Background: an optimization exercise with open tools, aiming at small area. Do not read the settings as production practice. Function was checked by simulation only, so behaviour that the tests miss may differ from the original. Power figures rest on the tool's default switching activity, not on a simulated workload.

[flow/design.v]
package decode_pkg;
    typedef enum logic [2:0] {
        UNIT_ALU    = 3'd0,
        UNIT_MEM    = 3'd1,
        UNIT_BRANCH = 3'd2,
        UNIT_MUL    = 3'd3,
        UNIT_DIV    = 3'd4
    } unit_e;
    typedef enum logic [5:0] {
        OP_ADD = 6'd0, OP_SUB, OP_SLL, OP_SLT, OP_SLTU,
        OP_XOR, OP_SRL, OP_SRA, OP_OR, OP_AND,
        OP_ADDI, OP_SLTI, OP_SLTIU, OP_XORI, OP_ORI,
        OP_ANDI, OP_SLLI, OP_SRLI, OP_SRAI,
        OP_LUI, OP_AUIPC,
        OP_LB, OP_LH, OP_LW, OP_LBU, OP_LHU,
        OP_SB, OP_SH, OP_SW,
        OP_BEQ, OP_BNE, OP_BLT, OP_BGE, OP_BLTU, OP_BGEU,
        OP_JAL, OP_JALR,
        OP_MUL, OP_MULH, OP_MULHSU, OP_MULHU,
        OP_DIV, OP_DIVU, OP_REM, OP_REMU
    } op_e;
    typedef enum logic [2:0] {
        IMM_NONE  = 3'd0,
        IMM_I     = 3'd1,
        IMM_S     = 3'd2,
        IMM_B     = 3'd3,
        IMM_U     = 3'd4,
        IMM_J     = 3'd5,
        IMM_SHAMT = 3'd6
    } imm_fmt_e;
    typedef struct packed {
        logic [6:0]             funct7;
        logic [5-1:0] rs2;
        logic [5-1:0] rs1;
        logic [2:0]             funct3;
        logic [5-1:0] rd;
        logic [6:0]             opcode;
    } r_fmt_t;
    typedef struct packed {
        logic [11:0]            imm_11_0;
        logic [5-1:0] rs1;
        logic [2:0]             funct3;
        logic [5-1:0] rd;
        logic [6:0]             opcode;
    } i_fmt_t;
    typedef struct packed {
        logic [6:0]             imm_11_5;
        logic [5-1:0] rs2;
        logic [5-1:0] rs1;
        logic [2:0]             funct3;
        logic [4:0]             imm_4_0;
        logic [6:0]             opcode;
    } s_fmt_t;
    typedef struct packed {
        logic                   imm_12;
        logic [5:0]             imm_10_5;
        logic [5-1:0] rs2;
        logic [5-1:0] rs1;
        logic [2:0]             funct3;
        logic [3:0]             imm_4_1;
        logic                   imm_11;
        logic [6:0]             opcode;
    } b_fmt_t;
    typedef struct packed {
        logic [19:0]            imm_31_12;
        logic [5-1:0] rd;
        logic [6:0]             opcode;
    } u_fmt_t;
    typedef struct packed {
        logic                   imm_20;
        logic [9:0]             imm_10_1;
        logic                   imm_11;
        logic [7:0]             imm_19_12;
        logic [5-1:0] rd;
        logic [6:0]             opcode;
    } j_fmt_t;
    typedef union packed {
        r_fmt_t r_fmt;
        i_fmt_t i_fmt;
        s_fmt_t s_fmt;
        b_fmt_t b_fmt;
        u_fmt_t u_fmt;
        j_fmt_t j_fmt;
    } instr_u;
endpackage
import decode_pkg::*;
module op_decoder (
    input  decode_pkg::instr_u   instr_i,
    output logic [2:0]           unit_o,
    output logic [5:0]           op_o,
    output logic [2:0]           imm_fmt_o,
    output logic     illegal_o
);
    logic [6:0] opcode;
    logic [2:0] funct3;
    logic [6:0] funct7;
    logic       bad;
    assign opcode = instr_i.r_fmt.opcode;
    assign funct3 = instr_i.r_fmt.funct3;
    assign funct7 = instr_i.r_fmt.funct7;
    function automatic logic [5:0] alu_op(input logic [2:0] f3, input logic use_imm);
        logic [5:0] op;
        op = OP_ADD;
        case (f3)
            3'd0:  op = use_imm ? OP_ADDI  : OP_ADD;
            3'd1:  op = use_imm ? OP_SLLI  : OP_SLL;
            3'd2:  op = use_imm ? OP_SLTI  : OP_SLT;
            3'd3: op = use_imm ? OP_SLTIU : OP_SLTU;
            3'd4:  op = use_imm ? OP_XORI  : OP_XOR;
            3'd5:   op = use_imm ? OP_SRLI  : OP_SRL;
            3'd6:   op = use_imm ? OP_ORI   : OP_OR;
            3'd7:  op = use_imm ? OP_ANDI  : OP_AND;
            default:  op = OP_ADD;
        endcase
        alu_op = op;
    endfunction
    always_comb begin
        unit_o    = UNIT_ALU;
        op_o      = OP_ADD;
        imm_fmt_o = IMM_NONE;
        bad       = 1'b0;
        case (opcode)
            7'b0110011: begin
                case (funct7)
                    7'b0000000: op_o = alu_op(funct3, 1'b0);
                    7'b0100000: begin
                        if (funct3 == 3'd0) begin
                            op_o = OP_SUB;
                        end else if (funct3 == 3'd5) begin
                            op_o = OP_SRA;
                        end else begin
                            bad = 1'b1;
                        end
                    end
                    7'b0000001: begin
                        unit_o = funct3[2] ? UNIT_DIV : UNIT_MUL;   
                        case (funct3)
                            3'd0:    op_o = OP_MUL;
                            3'd1:   op_o = OP_MULH;
                            3'd2: op_o = OP_MULHSU;
                            3'd3:  op_o = OP_MULHU;
                            3'd4:    op_o = OP_DIV;
                            3'd5:   op_o = OP_DIVU;
                            3'd6:    op_o = OP_REM;
                            3'd7:   op_o = OP_REMU;
                        endcase
                    end
                    default: bad = 1'b1;
                endcase
            end
            7'b0010011: begin
                op_o      = alu_op(funct3, 1'b1);
                imm_fmt_o = IMM_I;
                if (funct3 == 3'd1 || funct3 == 3'd5) begin
                    imm_fmt_o = IMM_SHAMT;
                    if (funct3 == 3'd5 && funct7 == 7'b0100000) begin
                        op_o = OP_SRAI;
                    end else if (funct7 != 7'b0000000) begin
                        bad = 1'b1;   
                    end
                end
            end
            7'b0000011: begin
                unit_o    = UNIT_MEM;
                imm_fmt_o = IMM_I;
                case (funct3)
                    3'd0:   op_o = OP_LB;
                    3'd1:   op_o = OP_LH;
                    3'd2:   op_o = OP_LW;
                    3'd4:  op_o = OP_LBU;
                    3'd5:  op_o = OP_LHU;
                    default: bad = 1'b1;
                endcase
            end
            7'b0100011: begin
                unit_o    = UNIT_MEM;
                imm_fmt_o = IMM_S;
                case (funct3)
                    3'd0:   op_o = OP_SB;
                    3'd1:   op_o = OP_SH;
                    3'd2:   op_o = OP_SW;
                    default: bad = 1'b1;
                endcase
            end
            7'b1100011: begin
                unit_o    = UNIT_BRANCH;
                imm_fmt_o = IMM_B;
                case (funct3)
                    3'd0:  op_o = OP_BEQ;
                    3'd1:  op_o = OP_BNE;
                    3'd4:  op_o = OP_BLT;
                    3'd5:  op_o = OP_BGE;
                    3'd6: op_o = OP_BLTU;
                    3'd7: op_o = OP_BGEU;
                    default:  bad = 1'b1;
                endcase
            end
            7'b1101111: begin
                unit_o    = UNIT_BRANCH;
                op_o      = OP_JAL;
                imm_fmt_o = IMM_J;
            end
            7'b1100111: begin
                unit_o    = UNIT_BRANCH;
                op_o      = OP_JALR;
                imm_fmt_o = IMM_I;
                bad       = (funct3 != 3'd0);
            end
            7'b0110111: begin
                op_o      = OP_LUI;
                imm_fmt_o = IMM_U;
            end
            7'b0010111: begin
                op_o      = OP_AUIPC;
                imm_fmt_o = IMM_U;
            end
            default: bad = 1'b1;
        endcase
        if (bad) begin   
            unit_o    = UNIT_ALU;
            op_o      = OP_ADD;
            imm_fmt_o = IMM_NONE;
        end
    end
    assign illegal_o = bad;
endmodule
import decode_pkg::*;
module imm_gen (
    input  decode_pkg::instr_u   instr_i,
    input  logic [2:0]           fmt_i,
    output logic [32-1:0]    imm_o,
    output logic [5-1:0] shamt_o
);
    always_comb begin
        case (fmt_i)
            IMM_I, IMM_SHAMT: begin
                imm_o = {{(32-12){instr_i.i_fmt.imm_11_0[11]}},
                         instr_i.i_fmt.imm_11_0};
            end
            IMM_S: begin
                imm_o = {{(32-12){instr_i.s_fmt.imm_11_5[6]}},
                         instr_i.s_fmt.imm_11_5,
                         instr_i.s_fmt.imm_4_0};
            end
            IMM_B: begin
                imm_o = {{(32-12){instr_i.b_fmt.imm_12}},
                         instr_i.b_fmt.imm_11,
                         instr_i.b_fmt.imm_10_5,
                         instr_i.b_fmt.imm_4_1,
                         1'b0};                       
            end
            IMM_U: begin
                imm_o = {instr_i.u_fmt.imm_31_12, 12'b0};
            end
            IMM_J: begin
                imm_o = {{(32-20){instr_i.j_fmt.imm_20}},
                         instr_i.j_fmt.imm_19_12,
                         instr_i.j_fmt.imm_11,
                         instr_i.j_fmt.imm_10_1,
                         1'b0};
            end
            default: imm_o = '0;                      
        endcase
    end
    assign shamt_o = (fmt_i == IMM_SHAMT) ? instr_i.i_fmt.imm_11_0[5-1:0] : '0;
endmodule
module int_reg_file (
    input  logic                   clk_i,
    input  logic                   rst_i,
    input  logic                   we_i,
    input  logic [5-1:0] waddr_i,
    input  logic [32-1:0]       wdata_i,
    input  logic [5-1:0] raddr1_i,
    input  logic [5-1:0] raddr2_i,
    output logic [32-1:0]       rdata1_o,
    output logic [32-1:0]       rdata2_o
);
    logic [32-1:0] regs [32];
    always_ff @(posedge clk_i) begin
        if (rst_i) begin
            for (int i = 0; i < 32; i++) begin
                regs[i] <= '0;
            end
        end else if (we_i && waddr_i != '0) begin   
            regs[waddr_i] <= wdata_i;
        end
    end
    assign rdata1_o = regs[raddr1_i];
    assign rdata2_o = regs[raddr2_i];
endmodule
import decode_pkg::*;
module decode_stage (
    input  logic                   clk_i,
    input  logic                   rst_i,
    input  logic                   enable_i,
    input  logic                   stall_i,
    input  logic [32-1:0]       instr_i,
    input  logic [32-1:0]       pc_i,
    input  logic                   wb_en_i,
    input  logic [5-1:0] wb_addr_i,
    input  logic [32-1:0]       wb_data_i,
    output logic                   valid_o,
    output logic                   illegal_o,
    output logic [2:0]             unit_o,
    output logic [5:0]             op_o,
    output logic [32-1:0]       imm_o,
    output logic [5-1:0]    shamt_o,
    output logic [32-1:0]       rs1_data_o,
    output logic [32-1:0]       rs2_data_o,
    output logic [5-1:0] rd_o,
    output logic [32-1:0]       pc_o
);
    decode_pkg::instr_u    word;
    logic [2:0]            unit_d;
    logic [5:0]            op_d;
    logic [2:0]            fmt_d;
    logic                  illegal_d;
    logic [32-1:0]      imm_d;
    logic [5-1:0]   shamt_d;
    logic [32-1:0]      rs1_d;
    logic [32-1:0]      rs2_d;
    assign word = instr_i;
    op_decoder u_op_decoder (
        .instr_i   (word),
        .unit_o    (unit_d),
        .op_o      (op_d),
        .imm_fmt_o (fmt_d),
        .illegal_o (illegal_d)
    );
    imm_gen u_imm_gen (
        .instr_i (word),
        .fmt_i   (fmt_d),
        .imm_o   (imm_d),
        .shamt_o (shamt_d)
    );
    int_reg_file u_int_reg_file (
        .clk_i    (clk_i),
        .rst_i    (rst_i),
        .we_i     (wb_en_i),
        .waddr_i  (wb_addr_i),
        .wdata_i  (wb_data_i),
        .raddr1_i (word.r_fmt.rs1),
        .raddr2_i (word.r_fmt.rs2),
        .rdata1_o (rs1_d),
        .rdata2_o (rs2_d)
    );
    always_ff @(posedge clk_i) begin
        if (rst_i) begin
            valid_o    <= 1'b0;
            illegal_o  <= 1'b0;
            unit_o     <= UNIT_ALU;
            op_o       <= OP_ADD;
            imm_o      <= '0;
            shamt_o    <= '0;
            rs1_data_o <= '0;
            rs2_data_o <= '0;
            rd_o       <= '0;
            pc_o       <= '0;
        end else if (!stall_i) begin         
            valid_o <= enable_i;
            if (enable_i) begin
                illegal_o  <= illegal_d;
                unit_o     <= unit_d;
                op_o       <= op_d;
                imm_o      <= imm_d;
                shamt_o    <= shamt_d;
                rs1_data_o <= rs1_d;
                rs2_data_o <= rs2_d;
                rd_o       <= word.r_fmt.rd;
                pc_o       <= pc_i;
            end
        end
    end
endmodule
[flow/run.sh]
#!/bin/bash
# synth_recipe.tcl (not shown) runs the flow's synth.tcl, then flattens the netlist and writes it again
# the make line also repeats each setting of config.mk as NAME=value (left out here)
make -C /OpenROAD-flow-scripts/flow DESIGN_CONFIG=/design/flow/config.mk WORK_HOME=/design/flow/orfs CLKGATE_MAP_FILE= SYNTH_SCRIPT=/design/flow/synth_recipe.tcl finish
[flow/constraint.sdc]
create_clock -name core_clock -period 5.0 [get_ports {clk_i}]
set_input_delay 1.0000 -clock core_clock [delete_from_list [all_inputs] [get_ports {clk_i}]]
set_output_delay 1.0000 -clock core_clock [all_outputs]
set_load 0.01 [all_outputs]
[flow/config.mk]
export PLATFORM = sky130hd
export DESIGN_NAME = decode_stage
export DESIGN_NICKNAME = decode_stage
export VERILOG_FILES = /design/flow/design.v
export SDC_FILE = /design/flow/constraint.sdc
export NUM_CORES = 4
export LEC_CHECK = 0
export CAP_MARGIN = 20
export CORE_MARGIN = 2
export CORE_UTILIZATION = 40
export SLEW_MARGIN = 20
==> results.txt <==
layout make-up:
| cell class | instances | area share (%) |
|---|---|---|
| Inverter | 10 | 0.0543 |
| Tap cell | 1930 | 3.49 |
| Multi-Input combinational cell | 2313 | 35.5 |
| Antenna cell | 12 | 0.0434 |
| Clock buffer | 177 | 5.34 |
| Sequential cell | 1173 | 48.8 |
| Clock inverter | 66 | 1.01 |
| Timing Repair Buffer | 389 | 5.81 |
power groups by stage:
stage / Sequential [mW] / Combinational (mW) / Clock, mW
floorplan: 11.5 / 1.65 / 0
global placement: 11.6 / 2.68 / 0
detailed placement: 11.7 / 2.69 / 0
CTS: 11.5 / 2.70 / 10.0
global route: 11.5 / 2.80 / 10.4
finish: 11.5 / 2.70 / 9.96
synth_stat cells, drive strengths merged (10+ instances only):
cell type	count
o21ai	22
and2	994
edfxtp	1024
clkbuf	312
o22ai	65
dfxtp	149
a21oi	73
nand3	11
a22oi	14
a22o	10
nand2	127
buf	96
mux4	641
nor2	114
nor3	74
or2	33
inv	10
nand4	15
cell families (layout without fill, tap and decap cells):
kind of cell | after synthesis | after routing | share of synthesized area, %
AND/OR/NAND/NOR | 1414 | 1414 | 13.8
flip-flops | 1173 | 1173 | 56.6
multiplexers | 643 | 643 | 24.3
buffers and inverters | 418 | 642 | 2.90
AO/OA/AOI/OAI | 217 | 217 | 2.27
adder cells (fa/ha/maj) | 6 | 6 | 0.126
other | 1 | 44 | 0.00629
XOR/XNOR | 1 | 1 | 0.0147
cells in the final DEF, fill, tap and decap left out, types with 5 or more instances in the layout:
| master | synthesis | routed |
|---|---|---|
| clkbuf_16 | 0 | 139 |
| buf_12 | 0 | 37 |
| nand3_1 | 11 | 11 |
| nand2_1 | 127 | 125 |
| a22oi_1 | 14 | 14 |
| nand3b_1 | 7 | 7 |
| nor2_1 | 113 | 81 |
| a21oi_1 | 73 | 73 |
| a22o_1 | 10 | 10 |
| buf_4 | 12 | 100 |
| o22ai_1 | 65 | 65 |
| mux4_2 | 641 | 641 |
| nand2b_1 | 8 | 5 |
| clkdlybuf4s50_1 | 0 | 240 |
| buf_2 | 63 | 5 |
| nor3_1 | 72 | 72 |
| clkbuf_8 | 0 | 8 |
| nor2b_1 | 8 | 7 |
| inv_1 | 10 | 10 |
| dfxtp_1 | 149 | 149 |
| clkinv_2 | 0 | 24 |
| nor2_4 | 1 | 33 |
| bufinv_16 | 0 | 12 |
| or2_2 | 33 | 33 |
| ha_1 | 6 | 6 |
| clkinvlp_4 | 0 | 5 |
| clkinv_1 | 0 | 16 |
| edfxtp_1 | 1024 | 1024 |
| a31oi_1 | 5 | 5 |
| clkbuf_1 | 312 | 31 |
| o21ai_0 | 19 | 19 |
| nand4_1 | 15 | 15 |
| diode_2 | 0 | 12 |
| or3_1 | 5 | 5 |
| conb_1 | 1 | 32 |
| and2_1 | 994 | 994 |
state kept, by name, indices dropped and copies added (netlist names):
register,cells
rd_o,5
op_o,6
u_int_reg_file.regs,1024
pc_o,32
unit_o,3
rs2_data_o,32
illegal_o,1
valid_o,1
rs1_data_o,32
shamt_o,5
imm_o,32
metrics by stage:
stage | instances | area [µm²]
detailed placement | 5815 | 64700
CTS | 6058 | 69100
global route | 6059 | 69100
floorplan | 3904 | 59700
global placement | 5815 | 64700
finish | 6070 | 69100
worst reg2reg max path, cell delays in order, from the launching register on:
cell	delay (ns)
edfxtp_1	0.38
mux4_2	0.49
mux4_2	0.54
o22ai_1	0.44
nor3_1	0.10
metal layers:
metal	vias up	share of wire, %	GRT usage, %	wire (µm)
li1	15100	-	-	-
met1	19700	39	37.4	79700
met2	2426	46	42.0	94000
met3	424	12	6.32	23900
met4	22	3.7	9.25	7640
met5	-	0.062	0	128
path summary, 6_finish.rpt:
| kind | start | to | cells past startpoint |
|---|---|---|---|
| setup / recovery | wb_addr_i[4] | u_int_reg_file.regs[20][11] | 7 |
| hold / removal | imm_o[16] | imm_o[16] | 2 |
| setup reg to reg | u_int_reg_file.regs[15][31] | rs2_data_o[31] | 4 |
| hold reg to reg | imm_o[16] | imm_o[16] | 2 |
==> impl_results.md <==
- Area of the multi-input gates: 24500 µm²
- Starting Density: 40.3%
- Family with the most delay on the worst path: simple AND/OR/NAND/NOR gates
- Slew @ Worst Pin: 1.10 ns
- Number of global-route vias before repair: 37500
- First-pass GRT wire length: 288000 µm
- Power density over the cells: 349 nW/µm²
- Sequential share of power: 47.5%
- Final worst slack: 1.64 ns
- Period minus WS final: 3.36 ns
- Post-Route Utilization: 46.8%
- Total vias in the final route: 37700
- Cells after synthesis: 3873
- Leading area contributor after synthesis: edfxtp_1
- RSZ-0062 raised after global routing: no
- Setup WS pre-CTS: 0.856 ns
- # fillers: 12600
- Worst path cell trace: clkdlybuf4s50_1, or3_1, nand4bb_1, buf_4, nor2_4, or2_2, buf_4
- Setup TNS: 0 ns
- FFs w/ async S/R, synth: 0%
- Synth warnings: 4
- Yosys top cell area share: 51.6%
- FP Rows: 141
- Core area: 148000 µm²
- Post-CTS Setup Bufs: 0
- Worst-skew pair later-pin latency: 0.77 ns
- Flops & latches, synth: 1173
- IO Port Bufs: 254
- Initial antenna violation count: 36
- Via density: 6.21
- Leakage: 23.2 nW
- CTS tree: done
- Share of cells above drive strength 1: 25.9%
- Sequential share of the synthesized area: 56.6%
- Drt wl/cell: 33.8 µm
- Fmax: 298 MHz
- Synth area leaders: edfxtp_1 (52%), mux4_2 (24%), and2_1 (10%), dfxtp_1 (5.0%), clkbuf_1 (2.0%)
- Placer congestion estimate: 0.873
- Crit path arrival time: 3.81 ns
- Clock buffer depth: 3
- Die Wd: 390 µm
- CTS clk-pin slew, worst paths: 0.06 ns
- Tcrit/Tclk final: 67.2%
- H-tree levels: 4
- Status: timing/DRC/antenna clean
- Worst path max stage delay: 0.82 ns
- Peak supply drop: 269 µV
- First-iteration detailed-routing DRC count: 5669
- Die height: 390 µm
- Hold Buf Count CTS: 0
- Critical Path RT: 5.45 ns
- Remaining DRCs: 0
- Largest net degree at the start of global routing: 69
- Storage element area: 33700 µm²
- Routed Antenna Nets: 0
- Gr usage total: 27.0%
- # IOs: 255
- Synth cell types: 62
- Hold Fails Final Rpt: 0
- Clock power frac: 41.3%
- HP Class: reg -> reg
- Top_reg_cell synth: edfxtp_1
- Total die area: 152000 µm²
- Sw Pwr: 5.86 mW
- Post_cts resized: 0
- Relative slew slack: 26.5%
- Synthesized area: 59600 µm²
- Inserted Clock Buffers: 132
- DRT Wirelength: 205000 µm
- Critical Path End Type: register
- Final setup violation count: 0
- Drt first pass iters: 6
- Worst Path Max Fanout: 21
- Worst Setup Start Kind: input port
- CP dominant cell by count: buf_4
- Worst Path Buf+Inv: 3
- Area growth syn-to-layout: 16.0%
- Final global-route overflow total: 0
- Worst hold margin: 0.448 ns
- Crit-path slowest cell: or2_2
- Hpwl dp: 119000 µm
- Critical path type: in -> reg
- Syn Area/Cell: 15.4 µm²
- Clock skew after layout: 0.0273 ns
- Sw Share: 24.3%
- Final nets: 4131
- Total power: 24.1 mW
- CTS sink cnt: 1173
- Post-synth EDFFs: 1024
- Gate power share: 11.2%
- Int Power: 18.3 mW
- Max Slew Vio Count: 0
- Max capacitance violation total: 0
- CTS Root Cell: clkbuf_16
- Worst R2R Setup Slack: 2.90 ns

[separate check: timing with driven ports]
The flow's constraints put no driver on any port. The routed layout listed below was extracted and timed again, unchanged, in two steps. Step 1 (the two cells are an assumption about what drives the block):
set clk [get_ports {clk_i}]
set_driving_cell -lib_cell sky130_fd_sc_hd__clkbuf_16 $clk
set_driving_cell -lib_cell sky130_fd_sc_hd__buf_2 [delete_from_list [all_inputs] $clk]
Step 2 adds t to the input delays and takes it off the output delays; t is the mean of the earliest and latest rising clock arrival at the registers after step 1. Input paths then give back, and output paths get back, about the clock's delay inside the block. Slacks: no drivers / after step 1 / after step 2; pairs: no drivers / after step 1.
t, ns: 0.837
slack for setup (ns): 1.642 / 1.552 / 0.715
worst setup path at the end: input to register
clock arrival spread, ns: 0.037 / 0.037
worst slew at a driven data input, ns: 0.22
After both steps this run still meets setup and hold. The setup slack of this run moves by -0.090 ns with the drivers and by -0.927 ns with both steps.
